This design comes from an exercise in tuning for small area and a short achievable clock period on the open sky130 flow, not from production work.
Function was checked by simulation only, so behaviour that the tests miss may differ from the original.
No activity file was given, so power comes from the tool's default toggle rates.

Setup of build 21:
## dataPath
module dataPath (
	input logic clock,
	input logic rstN,
	input logic [4:0] destAddr,
	input logic [4:0] srcAddrA,
	input logic [4:0] srcAddrB,
	input logic writeEn,
	input logic useConstant,
	input logic [31:0] constantIn,
	input logic [3:0] funcSel,
	input logic loadExternal,
	input logic [31:0] dataIn,
	output logic [31:0] addressOut,
	output logic [31:0] dataOut,
	output logic [31:0] result,
	output logic [3:0] status  
);
	logic [32-1:0] operandA;
	logic [32-1:0] operandB;  
	logic [32-1:0] funcResult;
	logic [3:0] funcStatus;  
	logic [32-1:0] rfWriteData;
	operandRouter router0 (
		.loadExternal(loadExternal),
		.dataIn(dataIn),
		.funcResult(funcResult),
		.rfWriteData(rfWriteData)
	);
	registerFile regs0 (
		.clock(clock),
		.rstN(rstN),
		.writeData(rfWriteData),
		.writeAddr(destAddr),
		.writeEn(writeEn),
		.selA(srcAddrA),
		.selB(srcAddrB),
		.useConstant(useConstant),
		.constantIn(constantIn),
		.busA(operandA),
		.busB(operandB)
	);
	functionUnit fu0 (
		.funcSel(funcSel),
		.operandA(operandA),
		.operandB(operandB),
		.result(funcResult),
		.status(funcStatus)
	);
	assign addressOut = operandA;  
	assign dataOut = operandB;
	assign result = funcResult;
	assign status = funcStatus;
endmodule
Size in the first run: about 3900 cells after synthesis, roughly 1000 flip-flops, about 190 I/O pins, ~45000 um^2 of cells after synthesis.
Settings: LEC_CHECK=0, CAP_MARGIN=20, CORE_MARGIN=2, CORE_UTILIZATION=45, CTS_BUF_LIST=sky130_fd_sc_hd__clkbuf_8, CTS_CLUSTER_DIAMETER=50, CTS_CLUSTER_SIZE=12, PLACE_DENSITY=0.52, SETUP_SLACK_MARGIN=3.0, SLEW_MARGIN=20, SYNTH_HIERARCHICAL=1; clock period 11.5 ns.
standard.sh (not shown) runs the stock make flow with config.mk's settings and CLKGATE_MAP_FILE= SYNTH_SCRIPT=/design/flow/synth_recipe.tcl, a recipe that flattens the netlist after the stock synthesis.
==> flow/flow/run.sh <==
#!/bin/bash
# Layout flow: the standard synthesis unchanged, then the standard ORFS
# steps with two changes: ports are buffered with a plain buffer cell, and
# timing repair may resize cells across footprints. Each step's output goes
# to its own log file here; ORFS also keeps per-stage logs under orfs/logs.
set -euo pipefail
cd "$(dirname "$0")/.."

bash standard.sh synth > synth.log 2>&1

# the same make call as standard.sh, with the extra variables appended
sed 's|"\${@:-finish}"|MATCH_CELL_FOOTPRINT=0 "${@:-finish}"|' standard.sh > layout.sh
grep -q 'MATCH_CELL_FOOTPRINT=0' layout.sh

export BUFFER_PORTS_ARGS="-buffer_cell sky130_fd_sc_hd__buf_2"
bash layout.sh > layout.log 2>&1

test -s out/final.def
In summary, build 21 completed successfully, with a layout that passed the timing, DRC and antenna checks.
Relative to build 21, the following input files were edited for build 36:
diff --git a/flow/flow/run.sh b/flow/flow/run.sh
--- a/flow/flow/run.sh
+++ b/flow/flow/run.sh
@@ -3,2 +3,3 @@
-# steps with two changes: ports are buffered with a plain buffer cell, and
-# timing repair may resize cells across footprints. Each step's output goes
+# steps with three changes: ports are buffered with a plain buffer cell,
+# timing repair may resize cells across footprints, and timing-driven global
+# placement weights critical nets more heavily. Each step's output goes
@@ -15,0 +17 @@
+export GLOBAL_PLACEMENT_ARGS="-timing_driven_net_weight_max 20 -timing_driven_nets_percentage 60"
diff --git a/flow/config.mk b/flow/config.mk
--- a/flow/config.mk
+++ b/flow/config.mk
@@ -15 +15 @@
-export SETUP_SLACK_MARGIN = 3.0
+export SETUP_SLACK_MARGIN = 2.5
==> comparison <==
- In the summary table, build 36 is marked failed, with error GRT-0116 raised in global routing.
- In build 36, total setup buffers inserted after CTS is lower than in build 21.
- The post-placement worst setup slack in build 36 was higher than what build 21 gave.
- Placed instance count: build 21 vs build 36, no meaningful difference
- Number of gates resized after cts (higher): build 21
- As far as sequential fraction of the synthesis area goes, build 36 and build 21 are indistinguishable; the numbers are identical.
- Reported for build 36 and build 21, mapped cell area turned out identical to the last digit.
- Relative to build 21, post-DP HPWL has increased by 130000 um in build 36.
- The placer congestion estimate in build 21 is 0.70 times that in build 36.
- On placed cell area, build 36 tracks build 21 almost exactly.
- Relative to build 21, the number of buffers created by CTS measured on build 36 has decreased by more than 10%.
Edits applied to the flow inputs when going from build 36 to build 60:
diff --git a/flow/config.mk b/flow/config.mk
--- a/flow/config.mk
+++ b/flow/config.mk
@@ -10 +10 @@
-export CORE_UTILIZATION = 45
+export CORE_UTILIZATION = 50
@@ -14 +14 @@
-export PLACE_DENSITY = 0.52
+export PLACE_DENSITY = 0.57
[summary]
The log for build 60 ends in global routing with error GRT-0116, so the run never completed. As far as synthesis-stage register bit count is concerned, build 60 and build 36 perform about the same. Re synthesized cell count: no difference whatsoever between build 36 and build 60. Compared to build 36, build 60 has horizontal die dimension about 5% lower. Cell area after placement went down slightly going from build 36 to build 60.
### build 60 -> build 14
diff --git a/flow/flow/run.sh b/flow/flow/run.sh
--- a/flow/flow/run.sh
+++ b/flow/flow/run.sh
@@ -3,3 +3,2 @@
-# steps with three changes: ports are buffered with a plain buffer cell,
-# timing repair may resize cells across footprints, and timing-driven global
-# placement weights critical nets more heavily. Each step's output goes
+# steps with two changes: ports are buffered with a plain buffer cell, and
+# timing repair may resize cells across footprints. Each step's output goes
@@ -17 +15,0 @@
-export GLOBAL_PLACEMENT_ARGS="-timing_driven_net_weight_max 20 -timing_driven_nets_percentage 60"
==> summary.txt <==
- Run status, build 60: aborted in global routing, error GRT-0116
- Looking at the reports, build 14 completed the entire flow and the layout it produced met the timing, DRC and antenna checks.
- Diff build 60..build 14 | die outline width | unchanged
- Re I/O pin count: no difference whatsoever between build 60 and build 14.
- Against build 60, build 14 comes in 7 higher on number of buffers added by the clock tree synthesis step.
- NOTE count of instances resized after the clock tree is built build 60->build 14 increased by more than 100%
- | parity-gate share of the synthesized area counting xor and xnor cells | build 60 vs build 14 | ≈ equal |
- Re post-placement cell count: build 60 was higher than build 14.
- Number of hold buffers added after cts came out exactly the same in build 14 and build 60.
- Area of placed instances in build 14 is 160 um^2 lower than in build 60
- Looking at build 14 and build 60, the number of instances in the synthesized netlist is a wash.
- Re pre-CTS worst setup slack: build 14 and build 60 aren't equal, and the higher value belongs to build 60.
- Of build 14 and build 60, build 60 shows the higher detailed placer's ending HPWL, with build 14 below it.
[inputs] build 42 vs build 14
diff --git a/flow/config.mk b/flow/config.mk
--- a/flow/config.mk
+++ b/flow/config.mk
@@ -10 +10 @@
-export CORE_UTILIZATION = 50
+export CORE_UTILIZATION = 45
@@ -14 +14 @@
-export PLACE_DENSITY = 0.57
+export PLACE_DENSITY = 0.52
Notes after the runs:
- Row total half-perimeter wirelength after legalization and detailed placement: build 42 higher / build 14 lower
- Run comparison: build 14 library cell contributing the largest single delay on the critical path sky130_fd_sc_hd__and3_4; build 42 library cell contributing the largest single delay on the critical path sky130_fd_sc_hd__and4_2
- Build 42 vs build 14: number of cells in the design after placement up in build 42
- Build 42 leaves less setup margin than build 14.
- Routed length on met1 (build 42 over build 14): increase, about 9%
- Total power draw (build 42 vs. build 14) increases slightly
- Build 42: die area higher than build 14

## separate check: timing with driven ports
Ports are ideal in the flow. The routed layouts listed here were re-timed in OpenROAD.
Step 1 assumes that a clkbuf_16 drives the clock port and a buf_2 every other input.
Step 2 moves the port delays by t, midway between the first and last clock arrival at a register: inputs arrive t later, outputs are due t later. That takes back most of the time a late clock gives input paths.
Three values: no drivers, after step 1, after step 2; two values: the first two.
run	shift t [ns]	setup WS [ns]	clock arrival spread, ns
build 21	0.915	2.892 / 2.620 / 2.620	0.080 / 0.080
build 14	0.882	2.479 / 2.362 / 2.362	0.082 / 0.082
build 42	0.921	2.422 / 2.247 / 2.247	0.072 / 0.072
After both steps every run listed still meets setup and hold. For build 21, which loses most, drivers alone change the setup slack by -0.272 ns; drivers and shift together by -0.272 ns.
